This is an optimization exercise on Yosys and OpenROAD, whose aim is small area, a short achievable clock period and few clock cycles per item, not a production implementation.
The RTL was checked by simulation tests, not by an equivalence proof against the original design.

## design.v

```verilog
`default_nettype none
package msc_pkg;
	localparam int MAG_W   = 16;    
	localparam int SCALE_W = 10;
	localparam int SENS_W  = 16;
	localparam int GAIN_W  = 18;
	localparam int THR_W   = 16;
	localparam int BTN_W   = 8;
	localparam int OUT_W   = 32;
	localparam int LO_W    = 17;
	localparam int P1_W       = MAG_W + SCALE_W;       
	localparam int P2_W       = P1_W + SENS_W;         
	localparam int Q_W        = 27;                    
	localparam int P3_W       = Q_W + GAIN_W;          
	localparam int GAIN_SHIFT = 16;                    
	localparam int SUM_W      = 32;                    
	localparam int SAT_IN_W   = SUM_W + 1;
	localparam int DIV_NUM_W = P2_W;
	localparam int DIV_DEN_W = 16;
	localparam logic [DIV_DEN_W-1:0] SENS_UNITY = 16'd32792;
	localparam int ADDR_W = 5;
	localparam int DATA_W = 32;
	typedef enum logic [2:0] {
		REG_SCALE_X     = 3'd0,
		REG_SCALE_Y     = 3'd1,
		REG_SENSITIVITY = 3'd2,
		REG_GAIN_X      = 3'd3,
		REG_GAIN_Y      = 3'd4,
		REG_Y_THRESHOLD = 3'd5,
		REG_INVERT_Y    = 3'd6
	} reg_idx_t;
	typedef struct packed {
		logic [SCALE_W-1:0] scale_x;
		logic [SCALE_W-1:0] scale_y;
		logic [SENS_W-1:0]  sensitivity;
		logic [GAIN_W-1:0]  gain_x;
		logic [GAIN_W-1:0]  gain_y;
		logic [THR_W-1:0]   y_threshold;
		logic               invert_y;
	} cfg_t;
	localparam cfg_t CFG_RESET = {
		10'd32,      
		10'd48,      
		16'd32792,   
		18'd65536,   
		18'd65536,   
		16'd1,       
		1'b0         
	};
	typedef enum logic [1:0] {
		DIV_X   = 2'd0,
		DIV_Y   = 2'd1,
		DIV_MOD = 2'd2
	} div_sel_t;
	typedef struct packed {
		logic     capture;
		logic     mul1;
		logic     mul2;
		logic     div_start;
		div_sel_t div_sel;
		logic     take_qx;
		logic     take_qy;
		logic     mul3;
		logic     sum;
		logic     take_rem;
		logic     load_out;
	} ctrl_cmd_t;
	typedef struct packed {
		logic div_busy;
		logic div_done;
		logic out_free;
	} dp_status_t;
	localparam logic signed [SAT_IN_W-1:0] SAT_MAX = 33'sh0_7FFF_FFFF;
	localparam logic signed [SAT_IN_W-1:0] SAT_MIN = 33'sh1_8000_0000;
	function automatic logic signed [OUT_W-1:0] sat32(input logic signed [SAT_IN_W-1:0] v);
		logic signed [OUT_W-1:0] r;
		if (v > SAT_MAX) begin
			r = SAT_MAX[OUT_W-1:0];
		end else if (v < SAT_MIN) begin
			r = SAT_MIN[OUT_W-1:0];
		end else begin
			r = v[OUT_W-1:0];
		end
		sat32 = r;
	endfunction
endpackage
`default_nettype wire
`default_nettype none
module msc_div (
	input  wire logic                            clk,
	input  wire logic                            arst_n,
	input  wire logic                            start,
	input  wire logic [msc_pkg::DIV_NUM_W-1:0]   num,
	input  wire logic [msc_pkg::DIV_DEN_W-1:0]   den,
	output logic                                 busy,
	output logic                                 done,
	output logic [msc_pkg::DIV_NUM_W-1:0]        quo,
	output logic [msc_pkg::DIV_DEN_W-1:0]        rem
);
	localparam int NUM_W = msc_pkg::DIV_NUM_W;
	localparam int DEN_W = msc_pkg::DIV_DEN_W;
	localparam int STEPS = NUM_W / 2;
	localparam int CNT_W = $clog2(STEPS);
	logic [NUM_W-1:0] quo_q;
	logic [DEN_W-1:0] rem_q;
	logic [DEN_W-1:0] den_q;
	logic [CNT_W-1:0] cnt_q;
	logic             busy_q;
	logic             done_q;
	logic [DEN_W:0]   t0, t1;
	logic [DEN_W-1:0] r0, r1;
	logic             b0, b1;
	always_comb begin
		t0 = {rem_q, quo_q[NUM_W-1]};
		b0 = (t0 >= {1'b0, den_q});
		r0 = b0 ? DEN_W'(t0 - {1'b0, den_q}) : t0[DEN_W-1:0];
		t1 = {r0, quo_q[NUM_W-2]};
		b1 = (t1 >= {1'b0, den_q});
		r1 = b1 ? DEN_W'(t1 - {1'b0, den_q}) : t1[DEN_W-1:0];
	end
	always_ff @(posedge clk or negedge arst_n) begin
		if (!arst_n) begin
			busy_q <= 1'b0;
			done_q <= 1'b0;
			cnt_q  <= '0;
		end else begin
			done_q <= 1'b0;
			if (start) begin
				busy_q <= 1'b1;
				cnt_q  <= CNT_W'(STEPS - 1);
			end else if (busy_q) begin
				if (cnt_q == '0) begin
					busy_q <= 1'b0;
					done_q <= 1'b1;
				end else begin
					cnt_q <= cnt_q - 1'b1;
				end
			end
		end
	end
	always_ff @(posedge clk) begin
		if (start) begin
			quo_q <= num;
			rem_q <= '0;
			den_q <= den;
		end else if (busy_q) begin
			quo_q <= {quo_q[NUM_W-3:0], b0, b1};
			rem_q <= r1;
		end
	end
	assign busy = busy_q;
	assign done = done_q;
	assign quo  = quo_q;
	assign rem  = rem_q;
endmodule
`default_nettype wire
`default_nettype none
module msc_ctrl (
	input  wire logic                  clk,
	input  wire logic                  arst_n,
	input  wire logic                  in_valid,
	input  wire msc_pkg::dp_status_t   status,
	output msc_pkg::ctrl_cmd_t         cmd,
	output logic                       in_stall
);
	typedef enum logic [11:0] {
		S_IDLE = 12'b0000_0000_0001,
		S_MUL1 = 12'b0000_0000_0010,
		S_MUL2 = 12'b0000_0000_0100,
		S_XGO  = 12'b0000_0000_1000,
		S_XRUN = 12'b0000_0001_0000,
		S_YGO  = 12'b0000_0010_0000,
		S_YRUN = 12'b0000_0100_0000,
		S_MUL3 = 12'b0000_1000_0000,
		S_SUM  = 12'b0001_0000_0000,
		S_MGO  = 12'b0010_0000_0000,
		S_MRUN = 12'b0100_0000_0000,
		S_DONE = 12'b1000_0000_0000
	} state_t;
	state_t state_q, state_d;
	always_comb begin
		cmd     = '0;
		state_d = state_q;
		case (state_q)
			S_IDLE: begin
				if (in_valid) begin
					cmd.capture = 1'b1;
					state_d     = S_MUL1;
				end
			end
			S_MUL1: begin
				cmd.mul1 = 1'b1;
				state_d  = S_MUL2;
			end
			S_MUL2: begin
				cmd.mul2 = 1'b1;
				state_d  = S_XGO;
			end
			S_XGO: begin
				cmd.div_start = 1'b1;
				cmd.div_sel   = msc_pkg::DIV_X;
				state_d       = S_XRUN;
			end
			S_XRUN: begin
				if (status.div_done) begin
					cmd.take_qx = 1'b1;
					state_d     = S_YGO;
				end
			end
			S_YGO: begin
				cmd.div_start = 1'b1;
				cmd.div_sel   = msc_pkg::DIV_Y;
				state_d       = S_YRUN;
			end
			S_YRUN: begin
				if (status.div_done) begin
					cmd.take_qy = 1'b1;
					state_d     = S_MUL3;
				end
			end
			S_MUL3: begin
				cmd.mul3 = 1'b1;
				state_d  = S_SUM;
			end
			S_SUM: begin
				cmd.sum = 1'b1;
				state_d = S_MGO;
			end
			S_MGO: begin
				cmd.div_start = 1'b1;
				cmd.div_sel   = msc_pkg::DIV_MOD;
				state_d       = S_MRUN;
			end
			S_MRUN: begin
				if (status.div_done) begin
					cmd.take_rem = 1'b1;
					state_d      = S_DONE;
				end
			end
			S_DONE: begin
				if (status.out_free) begin
					cmd.load_out = 1'b1;
					state_d      = S_IDLE;
				end
			end
			default: begin
				state_d = S_IDLE;
			end
		endcase
	end
	always_ff @(posedge clk or negedge arst_n) begin
		if (!arst_n) begin
			state_q <= S_IDLE;
		end else begin
			state_q <= state_d;
		end
	end
	assign in_stall = (state_q != S_IDLE);
endmodule
`default_nettype wire
`default_nettype none
module msc_dp (
	input  wire logic                                clk,
	input  wire logic                                arst_n,
	input  wire msc_pkg::ctrl_cmd_t                  cmd,
	input  wire msc_pkg::cfg_t                       cfg,
	input  wire logic signed [msc_pkg::MAG_W-1:0]    delta_x,
	input  wire logic signed [msc_pkg::MAG_W-1:0]    delta_y,
	input  wire logic [msc_pkg::BTN_W-1:0]           button_bits,
	input  wire logic                                out_stall,
	output msc_pkg::dp_status_t                      status,
	output logic                                     out_valid,
	output logic signed [msc_pkg::OUT_W-1:0]         axis_x,
	output logic signed [msc_pkg::OUT_W-1:0]         axis_y,
	output logic [msc_pkg::BTN_W-1:0]                button_state
);
	localparam int MAG_W     = msc_pkg::MAG_W;
	localparam int P1_W      = msc_pkg::P1_W;
	localparam int P2_W      = msc_pkg::P2_W;
	localparam int Q_W       = msc_pkg::Q_W;
	localparam int P3_W      = msc_pkg::P3_W;
	localparam int SUM_W     = msc_pkg::SUM_W;
	localparam int LO_W      = msc_pkg::LO_W;
	localparam int NUM_W     = msc_pkg::DIV_NUM_W;
	localparam int DEN_W     = msc_pkg::DIV_DEN_W;
	localparam int SHIFT     = msc_pkg::GAIN_SHIFT;
	localparam int SAT_IN_W  = msc_pkg::SAT_IN_W;
	logic                        sgn_x_q, sgn_y_q;
	logic [MAG_W-1:0]            mag_x_q, mag_y_q;
	logic [msc_pkg::BTN_W-1:0]   btn_q;
	logic [P1_W-1:0]             p1_x_q, p1_y_q;
	logic [P2_W-1:0]             p2_x_q, p2_y_q;
	logic [Q_W-1:0]              qx_q, qy_q;
	logic [P3_W-1:0]             p3_x_q, p3_y_q;
	logic [SUM_W-1:0]            ax_q, ysum_q;
	logic [LO_W-1:0]             lo_q;
	logic                        out_valid_q;
	logic signed [msc_pkg::OUT_W-1:0] axis_x_q, axis_y_q;
	logic [msc_pkg::BTN_W-1:0]   btn_out_q;
	logic [MAG_W-1:0]            mag_x_d, mag_y_d;
	logic [SUM_W-1:0]            ax_mag, ay_mag, ax_val, ay_val, ysum_mag;
	logic [NUM_W-1:0]            div_num;
	logic [DEN_W-1:0]            div_den;
	logic                        div_busy, div_done;
	logic [NUM_W-1:0]            div_quo;
	logic [DEN_W-1:0]            div_rem;
	logic [LO_W-1:0]             rem_ext, lo_d;
	logic signed [SAT_IN_W-1:0]  x_wide, y_wide;
	always_comb begin
		mag_x_d = delta_x[MAG_W-1] ? (~delta_x + 1'b1) : delta_x;
		mag_y_d = delta_y[MAG_W-1] ? (~delta_y + 1'b1) : delta_y;
	end
	always_comb begin
		ysum_mag = ysum_q[SUM_W-1] ? (~ysum_q + 1'b1) : ysum_q;
		case (cmd.div_sel)
			msc_pkg::DIV_X: begin
				div_num = p2_x_q;
				div_den = msc_pkg::SENS_UNITY;
			end
			msc_pkg::DIV_Y: begin
				div_num = p2_y_q;
				div_den = msc_pkg::SENS_UNITY;
			end
			msc_pkg::DIV_MOD: begin
				div_num = NUM_W'(ysum_mag);
				div_den = cfg.y_threshold;
			end
			default: begin
				div_num = p2_x_q;
				div_den = msc_pkg::SENS_UNITY;
			end
		endcase
	end
	msc_div u_div (
		.clk    (clk),
		.arst_n (arst_n),
		.start  (cmd.div_start),
		.num    (div_num),
		.den    (div_den),
		.busy   (div_busy),
		.done   (div_done),
		.quo    (div_quo),
		.rem    (div_rem)
	);
	always_comb begin
		ax_mag = SUM_W'(p3_x_q[P3_W-1:SHIFT]);
		ay_mag = SUM_W'(p3_y_q[P3_W-1:SHIFT]);
		ax_val = sgn_x_q ? (~ax_mag + 1'b1) : ax_mag;
		ay_val = sgn_y_q ? (~ay_mag + 1'b1) : ay_mag;
	end
	always_comb begin
		rem_ext = {1'b0, div_rem};
		if (cfg.y_threshold == '0) begin
			lo_d = '0;
		end else if (ysum_q[SUM_W-1]) begin
			lo_d = ~rem_ext + 1'b1;
		end else begin
			lo_d = rem_ext;
		end
	end
	always_comb begin
		x_wide = {ax_q[SUM_W-1], ax_q};
		if (cfg.invert_y) begin
			y_wide = SAT_IN_W'(0) - {ysum_q[SUM_W-1], ysum_q};
		end else begin
			y_wide = {ysum_q[SUM_W-1], ysum_q};
		end
	end
	always_ff @(posedge clk) begin
		if (cmd.capture) begin
			sgn_x_q <= delta_x[MAG_W-1];
			sgn_y_q <= delta_y[MAG_W-1];
			mag_x_q <= mag_x_d;
			mag_y_q <= mag_y_d;
			btn_q   <= button_bits;
		end
		if (cmd.mul1) begin
			p1_x_q <= P1_W'(mag_x_q) * P1_W'(cfg.scale_x);
			p1_y_q <= P1_W'(mag_y_q) * P1_W'(cfg.scale_y);
		end
		if (cmd.mul2) begin
			p2_x_q <= P2_W'(p1_x_q) * P2_W'(cfg.sensitivity);
			p2_y_q <= P2_W'(p1_y_q) * P2_W'(cfg.sensitivity);
		end
		if (cmd.take_qx) begin
			qx_q <= div_quo[Q_W-1:0];
		end
		if (cmd.take_qy) begin
			qy_q <= div_quo[Q_W-1:0];
		end
		if (cmd.mul3) begin
			p3_x_q <= P3_W'(qx_q) * P3_W'(cfg.gain_x);
			p3_y_q <= P3_W'(qy_q) * P3_W'(cfg.gain_y);
		end
		if (cmd.sum) begin
			ax_q   <= ax_val;
			ysum_q <= ay_val + {{(SUM_W-LO_W){lo_q[LO_W-1]}}, lo_q};
		end
		if (cmd.load_out) begin
			axis_x_q  <= msc_pkg::sat32(x_wide);
			axis_y_q  <= msc_pkg::sat32(y_wide);
			btn_out_q <= btn_q;
		end
	end
	always_ff @(posedge clk or negedge arst_n) begin
		if (!arst_n) begin
			lo_q        <= '0;
			out_valid_q <= 1'b0;
		end else begin
			if (cmd.take_rem) begin
				lo_q <= lo_d;
			end
			if (cmd.load_out) begin
				out_valid_q <= 1'b1;
			end else if (out_valid_q && !out_stall) begin
				out_valid_q <= 1'b0;
			end
		end
	end
	assign status.div_busy = div_busy;
	assign status.div_done = div_done;
	assign status.out_free = !out_valid_q || !out_stall;
	assign out_valid    = out_valid_q;
	assign axis_x       = axis_x_q;
	assign axis_y       = axis_y_q;
	assign button_state = btn_out_q;
endmodule
`default_nettype wire
`default_nettype none
module mouse_delta_scaler (
	input  wire logic                                clk,
	input  wire logic                                arst_n,
	input  wire logic                                in_valid,
	output logic                                     in_stall,
	input  wire logic signed [msc_pkg::MAG_W-1:0]    delta_x,
	input  wire logic signed [msc_pkg::MAG_W-1:0]    delta_y,
	input  wire logic [msc_pkg::BTN_W-1:0]           button_bits,
	output logic                                     out_valid,
	input  wire logic                                out_stall,
	output logic signed [msc_pkg::OUT_W-1:0]         axis_x,
	output logic signed [msc_pkg::OUT_W-1:0]         axis_y,
	output logic [msc_pkg::BTN_W-1:0]                button_state,
	input  wire logic                                psel,
	input  wire logic                                penable,
	input  wire logic                                pwrite,
	input  wire logic [msc_pkg::ADDR_W-1:0]          paddr,
	input  wire logic [msc_pkg::DATA_W-1:0]          pwdata,
	output logic [msc_pkg::DATA_W-1:0]               prdata,
	output logic                                     pready
);
	localparam int DATA_W = msc_pkg::DATA_W;
	localparam int ADDR_W = msc_pkg::ADDR_W;
	msc_pkg::cfg_t       cfg_q;
	msc_pkg::ctrl_cmd_t  cmd;
	msc_pkg::dp_status_t st;
	msc_pkg::reg_idx_t   reg_idx;
	assign reg_idx = msc_pkg::reg_idx_t'(paddr[ADDR_W-1:2]);
	assign pready  = 1'b1;
	always_ff @(posedge clk or negedge arst_n) begin
		if (!arst_n) begin
			cfg_q <= msc_pkg::CFG_RESET;
		end else if (psel && penable && pwrite) begin
			case (reg_idx)
				msc_pkg::REG_SCALE_X:     cfg_q.scale_x     <= pwdata[msc_pkg::SCALE_W-1:0];
				msc_pkg::REG_SCALE_Y:     cfg_q.scale_y     <= pwdata[msc_pkg::SCALE_W-1:0];
				msc_pkg::REG_SENSITIVITY: cfg_q.sensitivity <= pwdata[msc_pkg::SENS_W-1:0];
				msc_pkg::REG_GAIN_X:      cfg_q.gain_x      <= pwdata[msc_pkg::GAIN_W-1:0];
				msc_pkg::REG_GAIN_Y:      cfg_q.gain_y      <= pwdata[msc_pkg::GAIN_W-1:0];
				msc_pkg::REG_Y_THRESHOLD: cfg_q.y_threshold <= pwdata[msc_pkg::THR_W-1:0];
				msc_pkg::REG_INVERT_Y:    cfg_q.invert_y    <= pwdata[0];
				default: begin
				end
			endcase
		end
	end
	always_comb begin
		case (reg_idx)
			msc_pkg::REG_SCALE_X:     prdata = DATA_W'(cfg_q.scale_x);
			msc_pkg::REG_SCALE_Y:     prdata = DATA_W'(cfg_q.scale_y);
			msc_pkg::REG_SENSITIVITY: prdata = DATA_W'(cfg_q.sensitivity);
			msc_pkg::REG_GAIN_X:      prdata = DATA_W'(cfg_q.gain_x);
			msc_pkg::REG_GAIN_Y:      prdata = DATA_W'(cfg_q.gain_y);
			msc_pkg::REG_Y_THRESHOLD: prdata = DATA_W'(cfg_q.y_threshold);
			msc_pkg::REG_INVERT_Y:    prdata = DATA_W'(cfg_q.invert_y);
			default:                  prdata = '0;
		endcase
	end
	msc_ctrl u_ctrl (
		.clk      (clk),
		.arst_n   (arst_n),
		.in_valid (in_valid),
		.status   (st),
		.cmd      (cmd),
		.in_stall (in_stall)
	);
	msc_dp u_dp (
		.clk          (clk),
		.arst_n       (arst_n),
		.cmd          (cmd),
		.cfg          (cfg_q),
		.delta_x      (delta_x),
		.delta_y      (delta_y),
		.button_bits  (button_bits),
		.out_stall    (out_stall),
		.status       (st),
		.out_valid    (out_valid),
		.axis_x       (axis_x),
		.axis_y       (axis_y),
		.button_state (button_state)
	);
endmodule
`default_nettype wire
```

## run.sh

```bash
#!/bin/bash
# synth_recipe.tcl (not shown) runs the flow's synth.tcl, then flattens the netlist and writes it again
# the make line also repeats each setting of config.mk as NAME=value (left out here)
make -C /OpenROAD-flow-scripts/flow DESIGN_CONFIG=/design/flow/config.mk WORK_HOME=/design/flow/orfs CLKGATE_MAP_FILE= SYNTH_SCRIPT=/design/flow/synth_recipe.tcl finish
```

## config.mk

```make
export PLATFORM = sky130hd
export DESIGN_NAME = mouse_delta_scaler
export DESIGN_NICKNAME = mouse_delta_scaler
export VERILOG_FILES = /design/flow/design.v
export SDC_FILE = /design/flow/constraint.sdc
export NUM_CORES = 4
export LEC_CHECK = 0
export CAP_MARGIN = 20
export CORE_MARGIN = 2
export CORE_UTILIZATION = 40
export SLEW_MARGIN = 20
```

## constraint.sdc

```tcl
create_clock -name core_clock -period 10.0 [get_ports {clk}]
set_input_delay 2.0000 -clock core_clock [delete_from_list [all_inputs] [get_ports {clk}]]
set_output_delay 2.0000 -clock core_clock [all_outputs]
set_load 0.01 [all_outputs]
```

==> run summary <==
critical-path cell list: buf_4 > and2_1 > fa_1 > inv_1 > fa_1 > fa_1 > inv_1 > fa_1 > fa_1 > inv_1 > fa_1 > inv_1 > ha_1 > a21oi_1 > o21ai_0 > or3_1 > o211ai_1 > o21ai_0 > a221oi_1 > a21oi_1 > a41oi_1 > a31oi_1 > xor2_1
io pins: 191
core area: 235,000 sq um
GRT Max-Usage Layer: met2
GP Congestion: 0.919
share of the yosys chip area belonging to registers: 0.191
Clock Root Buffer: clkbuf_16
routed length per instance: 20.5 microns
Final setup viols: 0
vias in the first global route: 72,096
CP Capture Type: flip-flop
post-route ant nets: 0
vias: 67,295
CP bufs+invs: 5
area delta synth->final: 7.38%
routing usage on met1: 0.276
synth unique cells: 79
Non-Filler Instances: 12,902
full die area: 240,000 sq um
clock latency on the worst-skew pair: 730 ps
GRT Total Usage: 0.222
PortBufs: 159
buffers inserted by post-CTS timing repair: 0
max_cap viols: 0
placed cells: 12,764
Post-synth EDFFs: 484
DR pass1 iterations: 8
Cell Area, Synth: 94,400 sq um
CP required: 10,470 ps
Top FF cell, synth: edfxtp_1
endpoints failing hold: 0
layout cells sized above 1: 0.0394
CTS max path bufs: 3
commonest non-fill, non-tap cell in the layout: inv_1
post-DP HPWL: 202 mm
minimum clock period: 8230 ps
Clock Skews: 60.6 ps
post-layout util: 0.432
Max Fanout on Critical Path: 38
Hold Crit Class: reg2reg
initial antenna violation count: 3
Fmax: 122 MHz
DRC: 0
effective utilization at floorplan: 0.402
Setup CP Type: reg2reg
Reg clk slew, reported paths: 80 ps
total grt overflow: 0
1st-iter DRT viols: 4,170
first-pass GRT wire length: 415 mm
DIE WIDTH: 490 microns
H-tree level count: 3
wirelength, routed: 264 mm
top cell type's share of synthesized area: 0.358
Worst Max-Slew Pin Slew: 1150 ps
Slew Limit Headroom: 0.232
crit start category: flip-flop
most frequent cells in the layout: inv_1 (1,978), fa_1 (1,687), nand2_1 (1,467), and2_1 (905), ha_1 (656)
PostCTS Resize Cnt: 0
crit path DAT: 8700 ps
CTS Sinks: 626
cell taking the most area after synthesis: fa_1
run status: timing/DRC/antenna clean
worst stage delay on the critical path: 860 ps
crit share post-route: 0.823
final worst setup slack: 1770 ps
met3 usage: 0.0226
CP delay by family, top: adder cells
RSZ-0062 raised after global routing: false
post-route setup TNS: 0 ps
vias per cell: 5.22
hold_buf cts: 0
post-place instance area: 98,800 sq um
Slew Viols, Final: 0
most frequent cell on the critical path: fa_1
synthesized area per cell: 9.56 sq um
CP max-delay cell: dfrtp_1
Final nets: 12,117
row count: 178
ys async rst share: 0.201
ranking of synthesized cells by area: fa_1 (36%), edfxtp_1 (15%), ha_1 (8.7%)
Synth Warn #: 4
Hold Slack: 401 ps
largest net degree at the start of global routing: 73
Yosys reg bits: 626
CTS buffer count: 73
Setup WS pre-CTS: 1870 ps
Die H: 490 microns
final instance area: 101,000 sq um
Syn Inst Count: 9,882
GR Util met2: 0.394
TritonCTS clock tree: done
sequential cells by signal, summed over array words and instances, names as in the netlist, 5 cells and up:
signal and flops:
u_dp.axis_x_q 32, u_ctrl.state_q 12, u_dp.p2_y_q 42, u_dp.u_div.den_q 16, u_dp.qy_q 27, u_dp.p1_y_q 26, u_dp.u_div.cnt_q 5, cfg_q 89
u_dp.u_div.quo_q 42, u_dp.axis_y_q 32, u_dp.p3_y_q 29, u_dp.ysum_q 32, u_dp.btn_out_q 8, u_dp.ax_q 32, u_dp.p1_x_q 26, u_dp.p2_x_q 42
u_dp.btn_q 8, u_dp.lo_q 17, u_dp.qx_q 27, u_dp.p3_x_q 29, u_dp.mag_y_q 16, u_dp.u_div.rem_q 16, u_dp.mag_x_q 16
worst reg2reg max path, delay by kind of cell (launching register included):
kind | cells | cell delay, ps
buffers and inverters | 5 | 800
xor gates and xnor gates | 1 | 160
DFF | 1 | 860
adders and majority gates | 7 | 3150
AOI/OAI and AO/OA | 8 | 2410
and+or+nand+nor | 2 | 630
path summary, 6_finish.rpt:
path	depth (start not counted)	start	slack, ps	to
max	23	cfg_q[58]	1770	u_dp.p2_x_q[40]
min	0	u_dp.ax_q[3]	400	u_dp.axis_x_q[3]
max reg2reg	23	cfg_q[58]	1770	u_dp.p2_x_q[40]
min reg2reg	0	u_dp.ax_q[3]	400	u_dp.axis_x_q[3]
min in group asynchronous	1	arst_n	1300	u_dp.out_valid_q
max in group asynchronous	2	arst_n	7270	cfg_q[63]
synthesized netlist by cell type, drive strengths merged, types with 85 or more instances:
cell    instances
clkbuf        498
nand2        1468
dfrtp         116
and2          905
inv          1978
nor2          211
o21ai         266
mux2           97
ha            656
edfxtp        484
xnor2         269
xor2           86
a21oi         222
a21o           85
fa           1687
layer usage:
metal  vias up  routed length (microns)
li1      29950                        -
met1     35073                   105000
met2      1846                   135000
met3       424                    13200
met4         2                    11300
met5         -                       13
cell families after synthesis:
family,after synthesis,share of synthesized area
AOI/OAI and AO/OA,919,0.0623
xor gates and xnor gates,355,0.0329
adders and majority gates,2343,0.444
buffers and inverters,2513,0.101
DFF,626,0.191
muxes,127,0.0153
other,2,0.0000795
and+or+nand+nor,2997,0.154
final cells by class:
| type | instances | area [sq um] |
|---|---|---|
| sequential | 626 | 18000 |
| clock inverter | 42 | 587 |
| antenna | 2 | 5.00 |
| multi-input combinational | 6756 | 67100 |
| clock buffer | 93 | 2030 |
| timing repair buffer | 253 | 2330 |
| inverter | 1980 | 7430 |
| fill | 22478 | 134000 |
| tap | 3150 | 3940 |
Testbench counts, summed over its fixed seeds: cycles 90,008, items 1,200.

[static timing again, ports no longer ideal]
The flow's constraints put no driver on any port. The routed layout listed below was extracted and timed again, unchanged, in two steps.
Step 1 (the two cells are an assumption about what drives the block):
set clk [get_ports {clk}]
set_driving_cell -lib_cell sky130_fd_sc_hd__clkbuf_16 $clk
set_driving_cell -lib_cell sky130_fd_sc_hd__buf_2 [delete_from_list [all_inputs] $clk]
Step 2 also shifts input and output timing later by t, the mid clock arrival at the registers, as if the neighbouring blocks saw the same clock.
Three values: ideal, step 1, step 2; two values: the first two.
shift t [ns]: 0.778
setup WS [ns]: 1.772 / 1.772 / 1.772
latest minus earliest clock arrival (ns): 0.069 / 0.069
After both steps this run still meets setup and hold. The setup slack of this run moves by 0.000 ns with the drivers and by 0.000 ns with both steps.
